What follows belongs to an exercise in optimizing a design on an open flow for small area; a production flow would make more cautious choices. Function was checked by simulation only, so behaviour that the tests miss may differ from the original.

<file path="design/flow/design.v">
`default_nettype none
package poker_money_pkg;
	typedef logic [14:0] chip_t;	 
	typedef logic seat_t;	 
	localparam chip_t SMALL_BLIND = 15'd100;
	localparam chip_t BIG_BLIND = 15'd200;
endpackage
`default_nettype wire
`default_nettype none
package poker_flow_pkg;
	typedef enum logic [2:0] {
		ACT_CHECK = 3'd0,
		ACT_CALL = 3'd1,
		ACT_RAISE_2BB = 3'd2,
		ACT_RAISE_4BB = 3'd3,
		ACT_RAISE_6BB = 3'd4,
		ACT_ALL_IN = 3'd5,
		ACT_FOLD = 3'd6
	} action_t;
	typedef enum logic [2:0] {
		ST_PREFLOP = 3'd0,
		ST_FLOP = 3'd1,
		ST_TURN = 3'd2,
		ST_RIVER = 3'd3,
		ST_SHOWDOWN = 3'd4
	} street_t;
	typedef enum logic [1:0] {
		WIN_TIE = 2'd0,
		WIN_SEAT0 = 2'd1,
		WIN_SEAT1 = 2'd2
	} winner_t;
	typedef enum logic [3:0] {
		CS_IDLE,
		CS_RESET,
		CS_NEW_HAND,
		CS_BLINDS,
		CS_WAIT_ACTION,
		CS_APPLY,
		CS_STREET_END,
		CS_SHOWDOWN,
		CS_AWARD,
		CS_HAND_DONE,
		CS_MATCH_OVER
	} ctrl_state_t;
endpackage
`default_nettype wire
`timescale 1ns/1ps
`default_nettype none
module chip_bank
#(
	parameter poker_money_pkg::chip_t START_CHIPS = 15'd2000
)
(
	input logic clock,
	input logic resetn,
	input logic reset_chips,	 
	input logic post_blinds,
	input poker_money_pkg::seat_t big_blind_seat,
	input logic add_bet,
	input poker_money_pkg::seat_t bet_seat,
	input poker_money_pkg::chip_t bet_amount,
	input logic collect,	 
	input logic award,
	input poker_flow_pkg::winner_t award_result,
	output poker_money_pkg::chip_t stack0,
	output poker_money_pkg::chip_t stack1,
	output poker_money_pkg::chip_t bet0,
	output poker_money_pkg::chip_t bet1,
	output poker_money_pkg::chip_t pot
);
	poker_money_pkg::chip_t big_stack, small_stack;	 
	poker_money_pkg::chip_t big_post, small_post;	 
	poker_money_pkg::chip_t blind0, blind1;	 
	poker_money_pkg::chip_t total;	 
	poker_money_pkg::chip_t half;	 
	assign big_stack = big_blind_seat ? stack1 : stack0;
	assign small_stack = big_blind_seat ? stack0 : stack1;
	assign big_post = (big_stack < poker_money_pkg::BIG_BLIND) ? big_stack : poker_money_pkg::BIG_BLIND;
	assign small_post = (small_stack < poker_money_pkg::SMALL_BLIND) ? small_stack : poker_money_pkg::SMALL_BLIND;
	assign blind0 = big_blind_seat ? small_post : big_post;
	assign blind1 = big_blind_seat ? big_post : small_post;
	assign total = pot + bet0 + bet1;
	assign half = total >> 1;	 
	always_ff @(posedge clock)
	begin
		if (!resetn)	 
		begin
			stack0 <= '0;
			stack1 <= '0;
			bet0 <= '0;
			bet1 <= '0;
			pot <= '0;
		end
		else if (reset_chips)
		begin
			stack0 <= START_CHIPS;
			stack1 <= START_CHIPS;
			bet0 <= '0;
			bet1 <= '0;
			pot <= '0;
		end
		else if (post_blinds)	 
		begin
			stack0 <= stack0 - blind0;
			stack1 <= stack1 - blind1;
			bet0 <= bet0 + blind0;
			bet1 <= bet1 + blind1;
		end
		else if (add_bet)	 
		begin
			if (bet_seat)
			begin
				stack1 <= stack1 - bet_amount;
				bet1 <= bet1 + bet_amount;
			end
			else
			begin
				stack0 <= stack0 - bet_amount;
				bet0 <= bet0 + bet_amount;
			end
		end
		else if (collect)
		begin
			pot <= total;
			bet0 <= '0;
			bet1 <= '0;
		end
		else if (award)	 
		begin
			pot <= '0;
			bet0 <= '0;
			bet1 <= '0;
			case (award_result)
				poker_flow_pkg::WIN_SEAT0: stack0 <= stack0 + total;
				poker_flow_pkg::WIN_SEAT1: stack1 <= stack1 + total;
				default:	 
				begin
					stack0 <= stack0 + (total - half);
					stack1 <= stack1 + half;
				end
			endcase
		end
	end
endmodule
`default_nettype wire
`timescale 1ns/1ps
`default_nettype none
module bet_sizer
(
	input poker_flow_pkg::action_t action,
	input poker_money_pkg::seat_t to_act,
	input poker_money_pkg::chip_t stack0,
	input poker_money_pkg::chip_t stack1,
	input poker_money_pkg::chip_t bet0,
	input poker_money_pkg::chip_t bet1,
	output poker_money_pkg::chip_t bet_amount,	 
	output logic raised	 
);
	poker_money_pkg::chip_t own_stack, own_bet, opp_stack, opp_bet;
	poker_money_pkg::chip_t own_total, opp_total, cap;	 
	poker_money_pkg::chip_t call_amount;
	poker_money_pkg::chip_t target;	 
	logic raise_ok;
	assign own_stack = to_act ? stack1 : stack0;
	assign own_bet = to_act ? bet1 : bet0;
	assign opp_stack = to_act ? stack0 : stack1;
	assign opp_bet = to_act ? bet0 : bet1;
	assign own_total = own_bet + own_stack;
	assign opp_total = opp_bet + opp_stack;
	assign cap = (own_total < opp_total) ? own_total : opp_total;
	assign call_amount = (opp_bet <= own_bet) ? '0 :
		((opp_bet - own_bet) < own_stack) ? (opp_bet - own_bet) : own_stack;
	always_comb
	begin
		case (action)
			poker_flow_pkg::ACT_RAISE_2BB: target = poker_money_pkg::chip_t'(2 * poker_money_pkg::BIG_BLIND);
			poker_flow_pkg::ACT_RAISE_4BB: target = poker_money_pkg::chip_t'(4 * poker_money_pkg::BIG_BLIND);
			poker_flow_pkg::ACT_RAISE_6BB: target = poker_money_pkg::chip_t'(6 * poker_money_pkg::BIG_BLIND);
			default: target = '0;
		endcase
	end
	assign raise_ok = (target > own_bet) && (target > opp_bet) &&
		(own_total >= target) && (opp_total >= target);
	always_comb
	begin
		bet_amount = call_amount;	 
		raised = 1'b0;
		case (action)
			poker_flow_pkg::ACT_RAISE_2BB, poker_flow_pkg::ACT_RAISE_4BB, poker_flow_pkg::ACT_RAISE_6BB:
				if (raise_ok)	 
				begin
					bet_amount = target - own_bet;
					raised = 1'b1;
				end
			poker_flow_pkg::ACT_ALL_IN:
			begin
				bet_amount = (cap > own_bet) ? (cap - own_bet) : '0;
				raised = (cap > opp_bet);
			end
			poker_flow_pkg::ACT_FOLD: bet_amount = '0;
			default: ;
		endcase
	end
endmodule
`default_nettype wire
`timescale 1ns/1ps
`default_nettype none
module turn_tracker
(
	input logic clock,
	input logic resetn,
	input logic new_hand,	 
	input logic new_street,
	input logic acted,
	input logic raised,
	output poker_money_pkg::seat_t big_blind_seat,
	output poker_flow_pkg::street_t street,
	output poker_money_pkg::seat_t to_act,
	output logic round_done	 
);
	logic [1:0] to_play;	 
	poker_money_pkg::seat_t other;
	assign other = ~to_act;
	assign round_done = ~to_play[other];
	always_ff @(posedge clock)
	begin
		if (!resetn)
		begin
			to_play <= 2'b00;
			street <= poker_flow_pkg::ST_PREFLOP;
			big_blind_seat <= 1'b0;	 
			to_act <= 1'b0;
		end
		else if (new_hand)
		begin
			big_blind_seat <= new_street ? 1'b0 : ~big_blind_seat;
			to_act <= big_blind_seat;	 
			to_play <= 2'b11;
			street <= poker_flow_pkg::ST_PREFLOP;
		end
		else if (new_street)	 
		begin
			to_act <= big_blind_seat;
			to_play <= 2'b11;
			if (street != poker_flow_pkg::ST_SHOWDOWN)
				street <= poker_flow_pkg::street_t'(street + 3'd1);
		end
		else if (acted)
		begin
			to_play[to_act] <= 1'b0;
			if (raised)
				to_play[other] <= 1'b1;
			if (raised || to_play[other])	 
				to_act <= other;
		end
	end
endmodule
`default_nettype wire
`timescale 1ns/1ps
`default_nettype none
module betting_control
(
	input logic clock,
	input logic resetn,
	input logic start,
	input logic action_valid,
	input poker_flow_pkg::action_t action,
	input logic showdown_valid,
	input poker_flow_pkg::winner_t showdown_winner,
	input logic raised,
	input logic round_done,
	input poker_flow_pkg::street_t street,
	input poker_money_pkg::seat_t to_act,
	input poker_money_pkg::chip_t stack0,
	input poker_money_pkg::chip_t stack1,
	output logic action_ready,
	output logic showdown_ready,
	output logic reset_chips,
	output logic post_blinds,
	output logic add_bet,
	output logic collect,
	output logic award,
	output poker_flow_pkg::winner_t award_result,
	output logic new_hand,
	output logic new_street,
	output logic acted,
	output logic hand_over,
	output logic match_over,
	output poker_money_pkg::seat_t match_winner
);
	poker_flow_pkg::ctrl_state_t state, next_state;
	poker_flow_pkg::winner_t result_q;	 
	logic empty_stack;
	logic take_action;	 
	logic take_result;	 
	logic is_fold;
	assign empty_stack = (stack0 == '0) || (stack1 == '0);
	assign take_action = action_ready && action_valid;
	assign take_result = showdown_ready && showdown_valid;
	assign is_fold = (action == poker_flow_pkg::ACT_FOLD);
	always_comb
	begin
		next_state = state;
		case (state)
			poker_flow_pkg::CS_IDLE, poker_flow_pkg::CS_MATCH_OVER:
				if (start)
					next_state = poker_flow_pkg::CS_RESET;
			poker_flow_pkg::CS_RESET: next_state = poker_flow_pkg::CS_NEW_HAND;
			poker_flow_pkg::CS_NEW_HAND: next_state = empty_stack ? poker_flow_pkg::CS_MATCH_OVER : poker_flow_pkg::CS_BLINDS;
			poker_flow_pkg::CS_BLINDS: next_state = poker_flow_pkg::CS_WAIT_ACTION;
			poker_flow_pkg::CS_WAIT_ACTION:
				if (take_action)
				begin
					if (is_fold)
						next_state = poker_flow_pkg::CS_AWARD;
					else if (round_done && !raised)	 
						next_state = poker_flow_pkg::CS_STREET_END;
					else
						next_state = poker_flow_pkg::CS_APPLY;
				end
			poker_flow_pkg::CS_APPLY: next_state = poker_flow_pkg::CS_WAIT_ACTION;	 
			poker_flow_pkg::CS_STREET_END: next_state = (street == poker_flow_pkg::ST_RIVER) ? poker_flow_pkg::CS_SHOWDOWN : poker_flow_pkg::CS_WAIT_ACTION;
			poker_flow_pkg::CS_SHOWDOWN:
				if (take_result)
					next_state = poker_flow_pkg::CS_AWARD;
			poker_flow_pkg::CS_AWARD: next_state = poker_flow_pkg::CS_HAND_DONE;
			poker_flow_pkg::CS_HAND_DONE: next_state = poker_flow_pkg::CS_NEW_HAND;
			default: next_state = poker_flow_pkg::CS_IDLE;
		endcase
	end
	always_ff @(posedge clock)
	begin
		if (!resetn)
		begin
			state <= poker_flow_pkg::CS_IDLE;
			result_q <= poker_flow_pkg::WIN_TIE;
			match_winner <= 1'b0;
		end
		else
		begin
			state <= next_state;
			if (take_action && is_fold)	 
				result_q <= to_act ? poker_flow_pkg::WIN_SEAT0 : poker_flow_pkg::WIN_SEAT1;
			else if (take_result)
				result_q <= showdown_winner;
			if (state == poker_flow_pkg::CS_NEW_HAND && empty_stack)
				match_winner <= poker_money_pkg::seat_t'(stack0 == '0);	 
		end
	end
	assign action_ready = (state == poker_flow_pkg::CS_WAIT_ACTION);
	assign showdown_ready = (state == poker_flow_pkg::CS_SHOWDOWN);
	assign reset_chips = (state == poker_flow_pkg::CS_RESET);
	assign post_blinds = (state == poker_flow_pkg::CS_BLINDS);
	assign add_bet = take_action && !is_fold;
	assign collect = (state == poker_flow_pkg::CS_STREET_END);
	assign award = (state == poker_flow_pkg::CS_AWARD);
	assign award_result = result_q;
	assign new_hand = (state == poker_flow_pkg::CS_RESET) || (state == poker_flow_pkg::CS_NEW_HAND && !empty_stack);
	assign new_street = (state == poker_flow_pkg::CS_RESET) || (state == poker_flow_pkg::CS_STREET_END);
	assign acted = take_action && !is_fold;
	assign hand_over = (state == poker_flow_pkg::CS_HAND_DONE);
	assign match_over = (state == poker_flow_pkg::CS_MATCH_OVER);
endmodule
`default_nettype wire
`timescale 1ns/1ps
`default_nettype none
module poker_table
#(
	parameter poker_money_pkg::chip_t START_CHIPS = 15'd2000
)
(
	input logic clock,
	input logic resetn,
	input logic start,
	input logic action_valid,
	input poker_flow_pkg::action_t action,
	input logic showdown_valid,
	input poker_flow_pkg::winner_t showdown_winner,
	output logic action_ready,
	output logic showdown_ready,
	output poker_money_pkg::seat_t to_act,
	output poker_flow_pkg::street_t street,
	output poker_money_pkg::chip_t stack0,
	output poker_money_pkg::chip_t stack1,
	output poker_money_pkg::chip_t bet0,
	output poker_money_pkg::chip_t bet1,
	output poker_money_pkg::chip_t pot,
	output logic hand_over,
	output logic match_over,
	output poker_money_pkg::seat_t match_winner
);
	logic reset_chips, post_blinds, add_bet, collect, award;	 
	logic new_hand, new_street, acted;	 
	logic raised, round_done;
	poker_flow_pkg::winner_t award_result;
	poker_money_pkg::chip_t bet_amount;
	poker_money_pkg::seat_t big_blind_seat;
	betting_control u_control (
		.clock(clock), .resetn(resetn), .start(start),
		.action_valid(action_valid), .action(action),
		.showdown_valid(showdown_valid), .showdown_winner(showdown_winner),
		.raised(raised), .round_done(round_done), .street(street), .to_act(to_act),
		.stack0(stack0), .stack1(stack1),
		.action_ready(action_ready), .showdown_ready(showdown_ready),
		.reset_chips(reset_chips), .post_blinds(post_blinds), .add_bet(add_bet),
		.collect(collect), .award(award), .award_result(award_result),
		.new_hand(new_hand), .new_street(new_street), .acted(acted),
		.hand_over(hand_over), .match_over(match_over), .match_winner(match_winner)
	);
	chip_bank #(.START_CHIPS(START_CHIPS)) u_bank (
		.clock(clock), .resetn(resetn), .reset_chips(reset_chips),
		.post_blinds(post_blinds), .big_blind_seat(big_blind_seat),
		.add_bet(add_bet), .bet_seat(to_act), .bet_amount(bet_amount),	 
		.collect(collect), .award(award), .award_result(award_result),
		.stack0(stack0), .stack1(stack1), .bet0(bet0), .bet1(bet1), .pot(pot)
	);
	bet_sizer u_sizer (
		.action(action), .to_act(to_act),
		.stack0(stack0), .stack1(stack1), .bet0(bet0), .bet1(bet1),
		.bet_amount(bet_amount), .raised(raised)
	);
	turn_tracker u_turn (
		.clock(clock), .resetn(resetn),
		.new_hand(new_hand), .new_street(new_street), .acted(acted), .raised(raised),
		.big_blind_seat(big_blind_seat), .street(street), .to_act(to_act),
		.round_done(round_done)
	);
endmodule
`default_nettype wire
</file>
<file path="design/flow/run.sh">
#!/bin/bash
# synth_recipe.tcl (not shown) runs the flow's synth.tcl, then flattens the netlist and writes it again
# the make line also repeats each setting of config.mk as NAME=value (left out here)
make -C /OpenROAD-flow-scripts/flow DESIGN_CONFIG=/design/flow/config.mk WORK_HOME=/design/flow/orfs CLKGATE_MAP_FILE= SYNTH_SCRIPT=/design/flow/synth_recipe.tcl finish
</file>
<file path="design/flow/config.mk">
export PLATFORM = sky130hd
export DESIGN_NAME = poker_table
export DESIGN_NICKNAME = poker_table
export VERILOG_FILES = /design/flow/design.v
export SDC_FILE = /design/flow/constraint.sdc
export NUM_CORES = 4
export LEC_CHECK = 0
export CAP_MARGIN = 20
export CORE_MARGIN = 2
export CORE_UTILIZATION = 40
export SLEW_MARGIN = 20
</file>
<file path="design/flow/constraint.sdc">
create_clock -name core_clock -period 15.0 [get_ports {clock}]
set_input_delay 3.0000 -clock core_clock [delete_from_list [all_inputs] [get_ports {clock}]]
set_output_delay 3.0000 -clock core_clock [all_outputs]
set_load 0.01 [all_outputs]
</file>
==> flow_summary.json <==
{
  "status": "no timing/DRC/antenna violations",
  "wl_per_cell_um": 22.95,
  "cts_hold_buf": 0,
  "slowest_delay_ps": 810,
  "ant_nets": 0,
  "async_flop_share": 0,
  "skew_ps": 11.37,
  "maxSlewHeadroom": 0.2760,
  "dieHeight_um": 214.1,
  "synth_area_leaders": "ha_1 18%, dfxtp_1 10%, xnor2_1 5.9%",
  "ys_ff_latch": 89,
  "grt_usage": 0.2989,
  "numCtsBuffers": 9,
  "numPortBuffers": 93,
  "grt_pass1_vias": 18010,
  "fin_ws_ps": 3205,
  "coreArea_sq_um": 43360,
  "diodes": 0,
  "synthMostInstantiatedCell": "ha_1",
  "hold_viol_final": 0,
  "yosysTopAreaCellShare": 0.1822,
  "hpwlAfterDp_um": 56820,
  "root_buffer": "clkbuf_16",
  "finalSetupViolCount": 0,
  "crit_slowest_cell": "dfxtp_4",
  "avgSynthCellArea_sq_um": 7.364,
  "seq_area_frac_synth": 0.1009,
  "finalWeightedCongestion": 1.013,
  "postCtsSetupBuffers": 0,
  "pre_cts_ws_ps": 3406,
  "drc": 0,
  "grt_max_degree": 70,
  "die_w_um": 214.1,
  "critical_path_class": "flip-flop to flip-flop",
  "clock_sinks": 89,
  "holdWs_ps": 467.0,
  "ys.flop_type": "dfxtp_1",
  "ctsResizeCount": 0,
  "rows": 76,
  "synth_edf_count": 0,
  "hold_path_class": "flip-flop to flip-flop",
  "finalMaxSlewViolations": 0,
  "drtIter0Drc": 1760,
  "min_period_over_period": 0.7863,
  "ys_types": 91,
  "start_util": 0.4071,
  "max_freq_mhz": 84.78,
  "synth_area_leader_cell": "ha_1",
  "die-area_sq_um": 45820,
  "worstMarginPinSlew_ps": 1076,
  "drt_pass1_iterations": 8,
  "fill_cells": 4493,
  "yosysWarningCount": 4,
  "cp-start-kind": "flip-flop",
  "grt_overflow_total": 0,
  "ys_top_cells_by_count": "257 x ha_1, 228 x nor2_1, 213 x inv_1, 206 x a21oi_1, 167 x nand2_1",
  "cts_tree": "done",
  "critPathArrivalTime_ps": 12110,
  "syn_area_sq_um": 17650,
  "crit_fanout": 69,
  "required_ps": 15310,
  "tns_ps": 0,
  "grt_pass1_wl_um": 106600,
  "synth_cells": 2397,
  "path_clk_slew_ps": 70,
  "drv_cap": 0,
  "wl_um": 70210,
  "layout-drive-gt1-share": 0.05133,
  "crit_buf_inv": 5,
  "cp_top_family": "compound AO/OA/AOI/OAI gates",
  "finalNetCount": 2776,
  "clk_latency_ps": 390,
  "min_period_ps": 11790,
  "vias": 18530,
  "rsz0062_at_grt": "no",
  "ios": 94,
  "clockBufferDepth": 2,
  "syn2layout_area_growth_pct": 11.41,
  "antenna_found_initial": 0,
  "end_kind": "flip-flop",
  "viasPerCell": 6.058,
  "htreeDepth": 3
}
[cells in the final DEF (no fill, tap or decap), drive strengths merged, types with 18 or more instances in the layout]
| master | instances |
|---|---|
| ha | 257 |
| nor2 | 228 |
| inv | 217 |
| a21oi | 207 |
| nand2 | 167 |
| o21ai | 146 |
| xnor2 | 119 |
| clkdlybuf4s50 | 93 |
| dfxtp | 89 |
| nor3 | 82 |
| xor2 | 56 |
| a21o | 53 |
| nand3 | 45 |
| a211oi | 44 |
| mux2i | 41 |
| fa | 40 |
| nand2b | 40 |
| a22oi | 40 |
| o21a | 37 |
| buf | 35 |
| mux2 | 27 |
| nor2b | 25 |
| a31oi | 25 |
| a21boi | 21 |
| or3 | 20 |
| and2 | 18 |
| conb | 18 |
[state kept, by name, summed over array words and instances (netlist names)]
name and count:
u_bank.bet1 15, u_control.state 4, u_turn.street 3, u_turn.to_play 2
u_bank.pot 15, u_bank.stack0 15, u_turn.to_act 1, u_bank.stack1 15
u_control.match_winner 1, u_bank.bet0 15, u_control.result_q 2, u_turn.big_blind_seat 1
[metrics by stage]
step                        util  area [sq um]  instances
after global placement    0.4458         19330       3043
final                     0.4535         19660       3059
after detailed placement  0.4458         19330       3043
after global routing      0.4535         19660       3059
after CTS                 0.4535         19660       3059
after floorplan                -         17710       2413
[routing by layer]
metal  track usage  wire length, um  up-vias
li1              -                -     8839
met1        0.3860            30510     8848
met2        0.5052            32900      692
met3       0.03177             3856      152
met4        0.1285             2944        0
met5             0                0        -
[cells by family after synthesis]
group           count (synthesis)  synth area share
compound gates                760            0.2881
simple gates                  704            0.1880
buf+inv                       300           0.06550
fa+ha+maj                     299            0.2287
xor+xnor                      175           0.08769
flops                          89            0.1009
mux                            68           0.04069
other cells                     2         0.0004255
[tightest hold or removal path, cell delays in order (launching register included)]
cell and delay, ps:
dfxtp_1 310, o41ai_1 60, a21oi_1 50
[final timing paths]
| path | slack (ps) | endpoint | depth (start not counted) | from |
|---|---|---|---|---|
| max | 3210 | u_bank.stack1[14] | 43 | u_turn.to_act |
| min reg2reg | 470 | u_control.match_winner | 2 | u_control.match_winner |
| max reg2reg | 3210 | u_bank.stack1[14] | 43 | u_turn.to_act |
| min | 470 | u_control.match_winner | 2 | u_control.match_winner |
[final cells by class]
type	count	area, sq um	area share
Multi-Input combinational cell	2024	14810	0.7530
Sequential cell	89	1785	0.09080
Timing Repair Buffer	128	1194	0.06070
Clock buffer	12	256.5	0.01304
Tap cell	585	732.0	0.03722
Inverter	217	814.5	0.04142
Clock inverter	4	75.07	0.003818

==> afterwards: timing with drivers on the ports <==
The results above use ideal ports. As a check the final layout listed here was re-extracted and re-timed, cells and wires unchanged. Step 1 sets driving cells, clkbuf_16 on the clock port and buf_2 on the other inputs (assumed; they add their load-dependent delay and slew). Step 2 adds t to the input delays and takes it off the output delays; t is the mean of the earliest and latest rising clock arrival at the registers after step 1. Input paths then give back, and output paths get back, about the clock's delay inside the block. a / b / c = no drivers / after step 1 / after step 2; a / b = the first two.
shift t [ns]: 0.427
setup slack, ns: 3.205 / 3.205 / 3.205
worst slew at a driven data input, ns: 0.03
After both steps setup and hold are still met in this run. The setup slack of this run moves by 0.000 ns with the drivers and by 0.000 ns with both steps.
